Context: an optimization exercise on an open-source flow, tuned for small area. The choices shown serve that exercise and are no tape-out recipe. Function not checked in this run: the RTL went through the layout flow alone.

===== design/flow/design.v =====
package isa_pkg;
	typedef struct packed {
		logic [6:0] funct7;
		logic [4:0] rs2;
		logic [4:0] rs1;
		logic [2:0] funct3;
		logic [4:0] rd;
		logic [6:0] opcode;
	} r_fmt_t;
	typedef struct packed {
		logic [11:0] imm;
		logic [4:0]  rs1;
		logic [2:0]  funct3;
		logic [4:0]  rd;
		logic [6:0]  opcode;
	} i_fmt_t;
	typedef struct packed {
		logic [6:0] imm_hi;
		logic [4:0] rs2;
		logic [4:0] rs1;
		logic [2:0] funct3;
		logic [4:0] imm_lo;
		logic [6:0] opcode;
	} s_fmt_t;
	typedef struct packed {
		logic       imm12;
		logic [5:0] imm10_5;
		logic [4:0] rs2;
		logic [4:0] rs1;
		logic [2:0] funct3;
		logic [3:0] imm4_1;
		logic       imm11;
		logic [6:0] opcode;
	} b_fmt_t;
	typedef struct packed {
		logic [19:0] imm;
		logic [4:0]  rd;
		logic [6:0]  opcode;
	} u_fmt_t;
	typedef struct packed {
		logic       imm20;
		logic [9:0] imm10_1;
		logic       imm11;
		logic [7:0] imm19_12;
		logic [4:0] rd;
		logic [6:0] opcode;
	} j_fmt_t;
	typedef union packed {
		r_fmt_t r;
		i_fmt_t i;
		s_fmt_t s;
		b_fmt_t b;
		u_fmt_t u;
		j_fmt_t j;
	} inst_t;
	typedef enum logic [3:0] {
		ALU_ADD    = 4'h0,
		ALU_SUB    = 4'h1,
		ALU_AND    = 4'h2,
		ALU_OR     = 4'h3,
		ALU_XOR    = 4'h4,
		ALU_SLT    = 4'h5,
		ALU_SLTU   = 4'h6,
		ALU_SLL    = 4'h7,
		ALU_SRL    = 4'h8,
		ALU_SRA    = 4'h9,
		ALU_MUL    = 4'ha,
		ALU_MULH   = 4'hb,
		ALU_MULHSU = 4'hc,
		ALU_MULHU  = 4'hd
	} alu_func_t;
	typedef enum logic [1:0] {
		OPA_IS_RS1  = 2'h0,
		OPA_IS_NPC  = 2'h1,
		OPA_IS_PC   = 2'h2,
		OPA_IS_ZERO = 2'h3
	} opa_sel_t;
	typedef enum logic [2:0] {
		OPB_IS_RS2   = 3'h0,
		OPB_IS_I_IMM = 3'h1,
		OPB_IS_S_IMM = 3'h2,
		OPB_IS_B_IMM = 3'h3,
		OPB_IS_U_IMM = 3'h4,
		OPB_IS_J_IMM = 3'h5
	} opb_sel_t;
	localparam logic [2:0] BR_BEQ  = 3'b000;
	localparam logic [2:0] BR_BNE  = 3'b001;
	localparam logic [2:0] BR_BLT  = 3'b100;
	localparam logic [2:0] BR_BGE  = 3'b101;
	localparam logic [2:0] BR_BLTU = 3'b110;
	localparam logic [2:0] BR_BGEU = 3'b111;
endpackage
package ex_pkg;
	localparam int XLEN        = 32;
	localparam int SHAMT_W     = 5;
	localparam int TAG_W       = 6;
	localparam int MULT_STAGES = 4;
	localparam int MULT_CHUNK  = (2 * XLEN) / MULT_STAGES;
	localparam int BUF_DEPTH   = 8;
	localparam int BUS_CREDITS = 2;
	localparam int CNT_W       = 4;
	typedef struct packed {
		logic [TAG_W-1:0]    tag;
		logic [XLEN-1:0]     rs1_value;
		logic [XLEN-1:0]     rs2_value;
		logic [XLEN-1:0]     pc;
		logic [XLEN-1:0]     npc;
		logic [31:0]         inst;       
		logic [3:0]          alu_func;   
		logic [1:0]          opa_sel;    
		logic [2:0]          opb_sel;    
		logic                cond_branch;
		logic                uncond_branch;
		logic                predicted_taken;
		logic [XLEN-1:0]     predicted_target;
	} issue_pkt_t;
	typedef struct packed {
		logic [TAG_W-1:0] tag;
		logic [XLEN-1:0]  value;
	} result_t;
	typedef struct packed {
		logic [TAG_W-1:0] tag;
		logic             taken;
		logic             mispredict;
		logic [XLEN-1:0]  target;
	} branch_rec_t;
endpackage
module operand_select (
	input  ex_pkg::issue_pkt_t          issue_pkt,
	output logic [ex_pkg::XLEN-1:0]     opa,
	output logic [ex_pkg::XLEN-1:0]     opb
);
	isa_pkg::inst_t           inst;
	logic [ex_pkg::XLEN-1:0] i_imm;
	logic [ex_pkg::XLEN-1:0] s_imm;
	logic [ex_pkg::XLEN-1:0] b_imm;
	logic [ex_pkg::XLEN-1:0] u_imm;
	logic [ex_pkg::XLEN-1:0] j_imm;
	assign inst = issue_pkt.inst;
	assign i_imm = {{(ex_pkg::XLEN-12){inst.i.imm[11]}}, inst.i.imm};
	assign s_imm = {{(ex_pkg::XLEN-12){inst.s.imm_hi[6]}}, inst.s.imm_hi, inst.s.imm_lo};
	assign b_imm = {{(ex_pkg::XLEN-13){inst.b.imm12}}, inst.b.imm12, inst.b.imm11,
		inst.b.imm10_5, inst.b.imm4_1, 1'b0};
	assign u_imm = {inst.u.imm, {(ex_pkg::XLEN-20){1'b0}}};
	assign j_imm = {{(ex_pkg::XLEN-21){inst.j.imm20}}, inst.j.imm20, inst.j.imm19_12,
		inst.j.imm11, inst.j.imm10_1, 1'b0};
	always_comb begin
		case (issue_pkt.opa_sel)
			isa_pkg::OPA_IS_RS1: opa = issue_pkt.rs1_value;
			isa_pkg::OPA_IS_NPC: opa = issue_pkt.npc;
			isa_pkg::OPA_IS_PC:  opa = issue_pkt.pc;
			default:    opa = '0;
		endcase
	end
	always_comb begin
		case (issue_pkt.opb_sel)
			isa_pkg::OPB_IS_RS2:   opb = issue_pkt.rs2_value;
			isa_pkg::OPB_IS_I_IMM: opb = i_imm;
			isa_pkg::OPB_IS_S_IMM: opb = s_imm;
			isa_pkg::OPB_IS_B_IMM: opb = b_imm;
			isa_pkg::OPB_IS_U_IMM: opb = u_imm;
			isa_pkg::OPB_IS_J_IMM: opb = j_imm;
			default:      opb = '0;
		endcase
	end
endmodule
module int_alu (
	input  logic [ex_pkg::XLEN-1:0] opa,
	input  logic [ex_pkg::XLEN-1:0] opb,
	input  isa_pkg::alu_func_t      func,
	output logic [ex_pkg::XLEN-1:0] result
);
	logic signed [ex_pkg::XLEN-1:0] sopa;
	logic signed [ex_pkg::XLEN-1:0] sopb;
	logic [ex_pkg::SHAMT_W-1:0]     shamt;
	assign sopa  = opa;
	assign sopb  = opb;
	assign shamt = opb[ex_pkg::SHAMT_W-1:0];
	always_comb begin
		case (func)
			isa_pkg::ALU_ADD:  result = opa + opb;
			isa_pkg::ALU_SUB:  result = opa - opb;
			isa_pkg::ALU_AND:  result = opa & opb;
			isa_pkg::ALU_OR:   result = opa | opb;
			isa_pkg::ALU_XOR:  result = opa ^ opb;
			isa_pkg::ALU_SLT:  result = {{(ex_pkg::XLEN-1){1'b0}}, sopa < sopb};
			isa_pkg::ALU_SLTU: result = {{(ex_pkg::XLEN-1){1'b0}}, opa < opb};
			isa_pkg::ALU_SLL:  result = opa << shamt;
			isa_pkg::ALU_SRL:  result = opa >> shamt;
			isa_pkg::ALU_SRA:  result = sopa >>> shamt;
			default:  result = '0;
		endcase
	end
endmodule
module branch_resolve (
	input  ex_pkg::issue_pkt_t       issue_pkt,
	input  logic [ex_pkg::XLEN-1:0]  alu_result,
	output ex_pkg::branch_rec_t      branch
);
	logic signed [ex_pkg::XLEN-1:0] srs1;
	logic signed [ex_pkg::XLEN-1:0] srs2;
	logic                   cond;
	isa_pkg::inst_t                  inst;
	assign inst = issue_pkt.inst;
	assign srs1 = issue_pkt.rs1_value;
	assign srs2 = issue_pkt.rs2_value;
	always_comb begin
		case (inst.b.funct3)
			isa_pkg::BR_BEQ:  cond = issue_pkt.rs1_value == issue_pkt.rs2_value;
			isa_pkg::BR_BNE:  cond = issue_pkt.rs1_value != issue_pkt.rs2_value;
			isa_pkg::BR_BLT:  cond = srs1 < srs2;
			isa_pkg::BR_BGE:  cond = srs1 >= srs2;
			isa_pkg::BR_BLTU: cond = issue_pkt.rs1_value < issue_pkt.rs2_value;
			isa_pkg::BR_BGEU: cond = issue_pkt.rs1_value >= issue_pkt.rs2_value;
			default: cond = 1'b0;
		endcase
	end
	always_comb begin
		branch.tag = issue_pkt.tag;
		if (issue_pkt.uncond_branch) begin
			branch.taken      = 1'b1;
			branch.target     = alu_result;
			branch.mispredict = alu_result != issue_pkt.predicted_target;
		end else begin
			branch.taken      = cond;
			branch.target     = cond ? alu_result : issue_pkt.npc;
			branch.mispredict = issue_pkt.predicted_taken ^ cond;
		end
	end
endmodule
module mult_pipeline (
	input  logic                     clock,
	input  logic                     rst_n,
	input  logic                     start,
	input  logic [ex_pkg::XLEN-1:0]  mcand,
	input  logic [ex_pkg::XLEN-1:0]  mplier,
	input  logic [3:0]               func,
	input  logic [ex_pkg::TAG_W-1:0] tag,
	output logic                     done,
	output ex_pkg::result_t          result
);
	localparam int XLEN   = ex_pkg::XLEN;
	localparam int TAG_W  = ex_pkg::TAG_W;
	localparam int STAGES = ex_pkg::MULT_STAGES;
	localparam int CHUNK  = ex_pkg::MULT_CHUNK;
	logic [STAGES:0][TAG_W-1:0]  stg_tag;
	logic [STAGES:0][3:0]        stg_func;
	logic [STAGES:0][2*XLEN-1:0] stg_product;
	logic [STAGES:0][2*XLEN-1:0] stg_mcand;
	logic [STAGES:0][2*XLEN-1:0] stg_mplier;
	logic [STAGES:0]             vld;
	logic                        mcand_signed;
	logic                        mplier_signed;
	assign mcand_signed  = func != isa_pkg::ALU_MULHU;
	assign mplier_signed = (func == isa_pkg::ALU_MUL) || (func == isa_pkg::ALU_MULH);
	assign vld[0]         = start;
	assign stg_tag[0]     = tag;
	assign stg_func[0]    = func;
	assign stg_product[0] = '0;
	assign stg_mcand[0]   = {{XLEN{mcand_signed & mcand[XLEN-1]}}, mcand};
	assign stg_mplier[0]  = {{XLEN{mplier_signed & mplier[XLEN-1]}}, mplier};
	for (genvar s = 0; s < STAGES; s++) begin : g_stage
		logic [2*XLEN-1:0] partial;
		assign partial = stg_mplier[s][CHUNK-1:0] * stg_mcand[s];
		always_ff @(posedge clock or negedge rst_n) begin
			if (!rst_n) begin
				vld[s+1] <= 1'b0;
			end else begin
				vld[s+1] <= vld[s];
			end
		end
		always_ff @(posedge clock) begin
			stg_tag[s+1]     <= stg_tag[s];
			stg_func[s+1]    <= stg_func[s];
			stg_product[s+1] <= stg_product[s] + partial;
			stg_mcand[s+1]   <= stg_mcand[s] << CHUNK;
			stg_mplier[s+1]  <= stg_mplier[s] >> CHUNK;
		end
	end
	assign done       = vld[STAGES];
	assign result.tag = stg_tag[STAGES];
	assign result.value = (stg_func[STAGES] == isa_pkg::ALU_MUL) ?
		stg_product[STAGES][XLEN-1:0] : stg_product[STAGES][2*XLEN-1:XLEN];
endmodule
module completion_buffer (
	input  logic            clock,
	input  logic            rst_n,
	input  logic            wr_a,
	input  ex_pkg::result_t data_a,
	input  logic            wr_b,
	input  ex_pkg::result_t data_b,
	input  logic            pop,
	output logic            head_valid,
	output ex_pkg::result_t head
);
	logic [ex_pkg::TAG_W+ex_pkg::XLEN-1:0] mem [ex_pkg::BUF_DEPTH];
	logic [$clog2(ex_pkg::BUF_DEPTH)-1:0] wr_ptr;
	logic [$clog2(ex_pkg::BUF_DEPTH)-1:0] rd_ptr;
	logic [$clog2(ex_pkg::BUF_DEPTH)-1:0] wr_ptr_b;
	logic [ex_pkg::CNT_W-1:0]             count;
	assign wr_ptr_b = wr_ptr + {{($clog2(ex_pkg::BUF_DEPTH)-1){1'b0}}, wr_a};
	always_ff @(posedge clock) begin
		if (wr_a) begin
			mem[wr_ptr] <= data_a;
		end
		if (wr_b) begin
			mem[wr_ptr_b] <= data_b;
		end
	end
	always_ff @(posedge clock or negedge rst_n) begin
		if (!rst_n) begin
			wr_ptr <= '0;
			rd_ptr <= '0;
			count  <= '0;
		end else begin
			wr_ptr <= wr_ptr + {{($clog2(ex_pkg::BUF_DEPTH)-2){1'b0}}, {1'b0, wr_a} + {1'b0, wr_b}};
			if (pop) begin
				rd_ptr <= rd_ptr + 1'b1;
			end
			count <= count + {{(ex_pkg::CNT_W-1){1'b0}}, wr_a} + {{(ex_pkg::CNT_W-1){1'b0}}, wr_b}
				- {{(ex_pkg::CNT_W-1){1'b0}}, pop};
		end
	end
	assign head_valid = count != '0;
	assign head       = mem[rd_ptr];
endmodule
module ex_control (
	input  logic            clock,
	input  logic            rst_n,
	input  logic            issue_valid,
	input  logic            issue_is_mult,
	input  logic            alu_done,
	input  ex_pkg::result_t alu_result,
	input  logic            mult_done,
	input  ex_pkg::result_t mult_result,
	input  logic            head_valid,
	input  logic            bus_credit,
	output logic            wr_a,
	output ex_pkg::result_t data_a,
	output logic            wr_b,
	output ex_pkg::result_t data_b,
	output logic            pop,
	output logic            issue_credit,
	output logic            complete_valid
);
	logic             alu_q_valid;
	ex_pkg::result_t          alu_q;
	logic [ex_pkg::CNT_W-1:0] bus_cnt;
	always_ff @(posedge clock or negedge rst_n) begin
		if (!rst_n) begin
			alu_q_valid <= 1'b0;
		end else begin
			alu_q_valid <= issue_valid && !issue_is_mult;
		end
	end
	always_ff @(posedge clock) begin
		alu_q <= {alu_result.tag, alu_done ? alu_result.value : {ex_pkg::XLEN{1'b0}}};
	end
	assign wr_a   = mult_done || alu_q_valid;
	assign data_a = mult_done ? mult_result : alu_q;
	assign wr_b   = mult_done && alu_q_valid;
	assign data_b = alu_q;
	assign pop = head_valid && (bus_cnt != '0);
	always_ff @(posedge clock or negedge rst_n) begin
		if (!rst_n) begin
			bus_cnt <= ex_pkg::CNT_W'(ex_pkg::BUS_CREDITS);
		end else begin
			bus_cnt <= bus_cnt + {{(ex_pkg::CNT_W-1){1'b0}}, bus_credit}
				- {{(ex_pkg::CNT_W-1){1'b0}}, pop};
		end
	end
	assign issue_credit   = pop;
	assign complete_valid = pop;
endmodule
module ex_stage (
	input  logic                clock,
	input  logic                rst_n,
	input  logic                issue_valid,
	input  logic [209:0]        issue_pkt,
	output logic                issue_credit,
	output logic                complete_valid,
	output logic [37:0]         complete,
	input  logic                bus_credit,
	output logic                branch_valid,
	output logic [39:0]         branch
);
	ex_pkg::issue_pkt_t      pkt;
	ex_pkg::result_t         head;
	assign pkt      = issue_pkt;
	assign complete = head;
	logic [ex_pkg::XLEN-1:0] opa;
	logic [ex_pkg::XLEN-1:0] opb;
	logic [ex_pkg::XLEN-1:0] alu_out;
	logic            is_mult;
	logic            alu_done;
	ex_pkg::result_t         alu_result;
	logic            mult_done;
	ex_pkg::result_t         mult_result;
	ex_pkg::branch_rec_t     branch_next;
	logic            wr_a;
	logic            wr_b;
	ex_pkg::result_t         data_a;
	ex_pkg::result_t         data_b;
	logic            pop;
	logic            head_valid;
	assign is_mult = (pkt.alu_func == isa_pkg::ALU_MUL) || (pkt.alu_func == isa_pkg::ALU_MULH)
		|| (pkt.alu_func == isa_pkg::ALU_MULHSU) || (pkt.alu_func == isa_pkg::ALU_MULHU);
	assign alu_done = pkt.alu_func <= isa_pkg::ALU_SRA;
	operand_select u_operand_select (
		.issue_pkt (pkt),
		.opa       (opa),
		.opb       (opb)
	);
	int_alu u_int_alu (
		.opa    (opa),
		.opb    (opb),
		.func   (pkt.alu_func),
		.result (alu_out)
	);
	assign alu_result.tag   = pkt.tag;
	assign alu_result.value = pkt.uncond_branch ? pkt.npc : alu_out;
	branch_resolve u_branch_resolve (
		.issue_pkt  (pkt),
		.alu_result (alu_out),
		.branch     (branch_next)
	);
	mult_pipeline u_mult_pipeline (
		.clock  (clock),
		.rst_n  (rst_n),
		.start  (issue_valid && is_mult),
		.mcand  (pkt.rs1_value),
		.mplier (pkt.rs2_value),
		.func   (pkt.alu_func),
		.tag    (pkt.tag),
		.done   (mult_done),
		.result (mult_result)
	);
	ex_control u_ex_control (
		.clock          (clock),
		.rst_n          (rst_n),
		.issue_valid    (issue_valid),
		.issue_is_mult  (is_mult),
		.alu_done       (alu_done),
		.alu_result     (alu_result),
		.mult_done      (mult_done),
		.mult_result    (mult_result),
		.head_valid     (head_valid),
		.bus_credit     (bus_credit),
		.wr_a           (wr_a),
		.data_a         (data_a),
		.wr_b           (wr_b),
		.data_b         (data_b),
		.pop            (pop),
		.issue_credit   (issue_credit),
		.complete_valid (complete_valid)
	);
	completion_buffer u_completion_buffer (
		.clock      (clock),
		.rst_n      (rst_n),
		.wr_a       (wr_a),
		.data_a     (data_a),
		.wr_b       (wr_b),
		.data_b     (data_b),
		.pop        (pop),
		.head_valid (head_valid),
		.head       (head)
	);
	always_ff @(posedge clock or negedge rst_n) begin
		if (!rst_n) begin
			branch_valid <= 1'b0;
		end else begin
			branch_valid <= issue_valid && (pkt.cond_branch || pkt.uncond_branch);
		end
	end
	always_ff @(posedge clock) begin
		branch <= branch_next;
	end
endmodule

===== design/flow/run.sh =====
#!/bin/bash
# synth_recipe.tcl (not shown) runs the flow's synth.tcl, then flattens the netlist and writes it again
# the make line also repeats each setting of config.mk as NAME=value (left out here)
make -C /OpenROAD-flow-scripts/flow DESIGN_CONFIG=/design/flow/config.mk WORK_HOME=/design/flow/orfs CLKGATE_MAP_FILE= SYNTH_SCRIPT=/design/flow/synth_recipe.tcl finish

===== design/flow/config.mk =====
export PLATFORM = sky130hd
export DESIGN_NAME = ex_stage
export DESIGN_NICKNAME = ex_stage
export VERILOG_FILES = /design/flow/design.v
export SDC_FILE = /design/flow/constraint.sdc
export NUM_CORES = 4
export LEC_CHECK = 0
export CAP_MARGIN = 20
export CORE_MARGIN = 2
export CORE_UTILIZATION = 40
export SLEW_MARGIN = 20

===== design/flow/constraint.sdc =====
create_clock -name core_clock -period 10.0 [get_ports {clock}]
set_input_delay 2.0000 -clock core_clock [delete_from_list [all_inputs] [get_ports {clock}]]
set_output_delay 2.0000 -clock core_clock [all_outputs]
set_load 0.01 [all_outputs]

==> flow_metrics.env <==
export IMPL_status="complete, no violations"
export IMPL_cts_tree="done"
export IMPL_antenna_found_initial=34
export IMPL_crit_fanout=6
export IMPL_grt_total_usage=0.290
export IMPL_worstSetupStartpointType="primary input"
export IMPL_placed_cells=12100
export IMPL_setup_viol=0
export IMPL_crit_arrival_ns=10.15
export IMPL_nNetsFinal=11300
export IMPL_ioPinCount=295
export IMPL_yosys_cell_count_top_type="inv_1"
export IMPL_finalInstanceArea_um2=96400
export IMPL_hpwl_um=257000
export IMPL_clock_latency_ns=0.74
export IMPL_wl_um=316000
export IMPL_drive_above_1_share=0.0894
export IMPL_dieArea_um2=218000
export IMPL_synth_distinct_cells=118
export IMPL_overflow=0
export IMPL_finalCritPeriodShare=0.954
export IMPL_synthesis_nets=11000
export IMPL_clock_fmax_mhz=105
export IMPL_grt_pass1_vias=70600
export IMPL_yosys_area_top_type="fa_1"
export IMPL_io_buffers=287
export IMPL_fill_cells=20300
export IMPL_syn_inst=9085
export IMPL_drtPass1Iterations=7
export IMPL_core_area_um2=212000
export IMPL_yosys_area_top_type_share=0.287
export IMPL_vias=68000
export IMPL_cts_root_buf="clkbuf_16"
export IMPL_htree_levels=3
export IMPL_place_area_um2=93100
export IMPL_period_minus_slack_ns=9.54
export IMPL_grt_max_degree=65
export IMPL_syn_to_final_growth_pct=12.7
export IMPL_netlist_top_cells_count="inv_1 (1396), fa_1 (1225), nand2_1 (1190), ha_1 (481), dfxtp_1 (462)"
export IMPL_cts_buffer_depth=3
export IMPL_min_path_type="reg -> reg"
export IMPL_rows=169
export IMPL_drt_first_iter_violations=5686
export IMPL_avgSynthCellArea_um2=9.42
export IMPL_drcViolationCount=0
export IMPL_synth_seq_area_share=0.221
export IMPL_max_slew_margin=0.174
export IMPL_drv_cap=0
export IMPL_clkTransAtPathRegs_ns=0.06
export IMPL_fin_hold_ws_ns=0.287
export IMPL_critPathKind="in -> reg"
export IMPL_die_h_um=466
export IMPL_synth_area_top_cells="fa_1 (29%), dfxtp_1 (11%), edfxtp_1 (11%)"
export IMPL_skew_ns=0.0805
export IMPL_synth_area_um2=85500
export IMPL_worst_pin_slew_ns=1.23
export IMPL_fin_setup_tns_ns=0
export IMPL_vias_per_cell=5.53
export IMPL_synth_edff_count=304
export IMPL_final_hold_viol_count=0
export IMPL_grt_first_pass_wirelength_um=467000
export IMPL_grt_setup_unrepaired="false"
export IMPL_postCtsSetupBuffers=0
export IMPL_initial_core_util=0.403
export IMPL_synth_warnings=7
export IMPL_dieWidth_um=466
export IMPL_slew_violations=0
export IMPL_routabilityCongestion=1.03
export IMPL_ys_flop_type="dfxtp_1"
export IMPL_critPathRequiredTime_ns=10.61
export IMPL_cp_end_kind="register"
export IMPL_clock_sinks=786
export IMPL_async_reset_ff_frac=0.0254
export IMPL_routedWlPerCell_um=25.7
export IMPL_cts_inserted_buffers=90
export IMPL_layoutNonFillerInstCount=12300
export IMPL_synth_seq_cells=786
export IMPL_ant_nets=0
[path summary, 6_finish.rpt]
kind / start / endpoint / slack (ns) / cells past startpoint
worst max-delay path: issue_pkt[179] / u_mult_pipeline.stg_product[117] / 0.46 / 26
worst min-delay path: u_mult_pipeline.stg_product[75] / u_mult_pipeline.stg_product[139] / 0.29 / 0
worst max register to register: u_mult_pipeline.stg_mcand[87] / u_mult_pipeline.stg_product[191] / 0.54 / 37
worst min register to register: u_mult_pipeline.stg_product[75] / u_mult_pipeline.stg_product[139] / 0.29 / 0
max in group asynchronous: rst_n / u_mult_pipeline.vld[4] / 8.04 / 2
min in group asynchronous: rst_n / branch_valid / 1.61 / 2
[sequential cells by signal, indices dropped and copies added, names as in the netlist]
name	count
u_completion_buffer.wr_ptr	3
branch	35
u_mult_pipeline.stg_mplier	19
u_ex_control.alu_q_valid	1
u_ex_control.bus_cnt	4
u_ex_control.alu_q	32
branch_valid	1
u_completion_buffer.mem	304
u_mult_pipeline.stg_product	256
u_mult_pipeline.stg_func	16
u_mult_pipeline.vld	4
u_mult_pipeline.stg_tag	23
u_completion_buffer.count	4
u_mult_pipeline.stg_mcand	81
u_completion_buffer.rd_ptr	3
[through the flow]
stage	util	setup slack [ns]
finish	0.454	0.457
global route	0.454	0.0837
CTS	0.453	0.152
detailed placement	0.439	-0.176
global placement	0.439	-0.108
floorplan	-	1.36
[cell usage in the layout, fill, tap and decap left out, types with 133 or more instances in the layout]
cell / netlist / routed
ha_1: 481 / 481
inv_1: 1396 / 1396
xnor2_1: 197 / 197
clkdlybuf4s50_1: 0 / 282
buf_4: 18 / 358
a21oi_1: 378 / 378
dfxtp_1: 462 / 449
nor2_1: 399 / 392
edfxtp_1: 304 / 304
o21ai_0: 436 / 429
nand2_1: 1190 / 1188
and2_1: 406 / 406
a21o_1: 133 / 133
mux2i_1: 147 / 147
fa_1: 1225 / 1225
[worst max-delay path: stages]
cell	delay [ns]
clkdlybuf4s50_1	0.80
ha_1	0.43
fa_1	0.53
inv_1	0.05
fa_1	0.52
inv_1	0.06
fa_1	0.48
fa_1	0.48
inv_1	0.05
fa_1	0.45
fa_1	0.49
inv_1	0.04
ha_1	0.32
o211ai_1	0.10
a21boi_0	0.23
o21ai_0	0.11
and2_1	0.22
or4_1	0.59
a21oi_1	0.47
o21ai_0	0.31
a31oi_1	0.37
o41a_1	0.21
a211oi_1	0.08
buf_4	0.15
o21bai_1	0.36
xor2_1	0.22
[layer usage]
metal / track usage / share of wire / wire length [µm]
met1: 0.381 / 0.41 / 131000
met5: 0 / 0.00019 / 59
met2: 0.465 / 0.46 / 145000
met4: 0.142 / 0.055 / 17300
met3: 0.0483 / 0.073 / 23000
[layout make-up]
class | count | area, µm² | share of cell area
multi-input combinational | 6420 | 59500 | 0.618
sequential | 786 | 18900 | 0.196
timing repair buffer | 665 | 5920 | 0.0614
inverter | 1410 | 5310 | 0.0550
tap | 2821 | 3530 | 0.0366
clock buffer | 125 | 2620 | 0.0272
clock inverter | 41 | 494 | 0.00513
antenna | 34 | 85.1 | 0.000883
[cell families after synthesis]
logic type / after synthesis / synth area share
AOI/OAI and AO/OA: 1651 / 0.125
xor gates and xnor gates: 280 / 0.0288
adders and majority gates: 1706 / 0.357
buffers and inverters: 1879 / 0.0862
DFF: 786 / 0.221
muxes: 298 / 0.0480
and+or+nand+nor: 2485 / 0.134
[repair_timing]
| action | in CTS | in global routing |
|---|---|---|
| hold buffers | 0 | 0 |
| resized for setup | 0 | 22 |
| endpoints found under the setup margin | 0 | 5 |
| endpoints found under the hold margin | 0 | 0 |

-- re-timing with driven ports --
The results above use ideal ports. As a check the final layout listed here was re-extracted and re-timed, cells and wires unchanged. Step 1 (the two cells are an assumption about what drives the block):
set clk [get_ports {clock}]
set_driving_cell -lib_cell sky130_fd_sc_hd__clkbuf_16 $clk
set_driving_cell -lib_cell sky130_fd_sc_hd__buf_2 [delete_from_list [all_inputs] $clk]
Step 2 also shifts input and output timing later by t, the mid clock arrival at the registers, as if the neighbouring blocks saw the same clock. a / b / c = ideal / step 1 / step 2; a / b = the first two.
shift t [ns]: 0.806
setup slack, ns: 0.457 / 0.521 / -0.285
hold slack, ns: 0.287 / 0.287 / 0.287
worst slew at a driven data input, ns: 0.17
With both steps, setup timing fails in this run, where it was met with ideal ports. For this run, drivers alone change the setup slack by +0.064 ns; drivers and shift together by -0.742 ns.
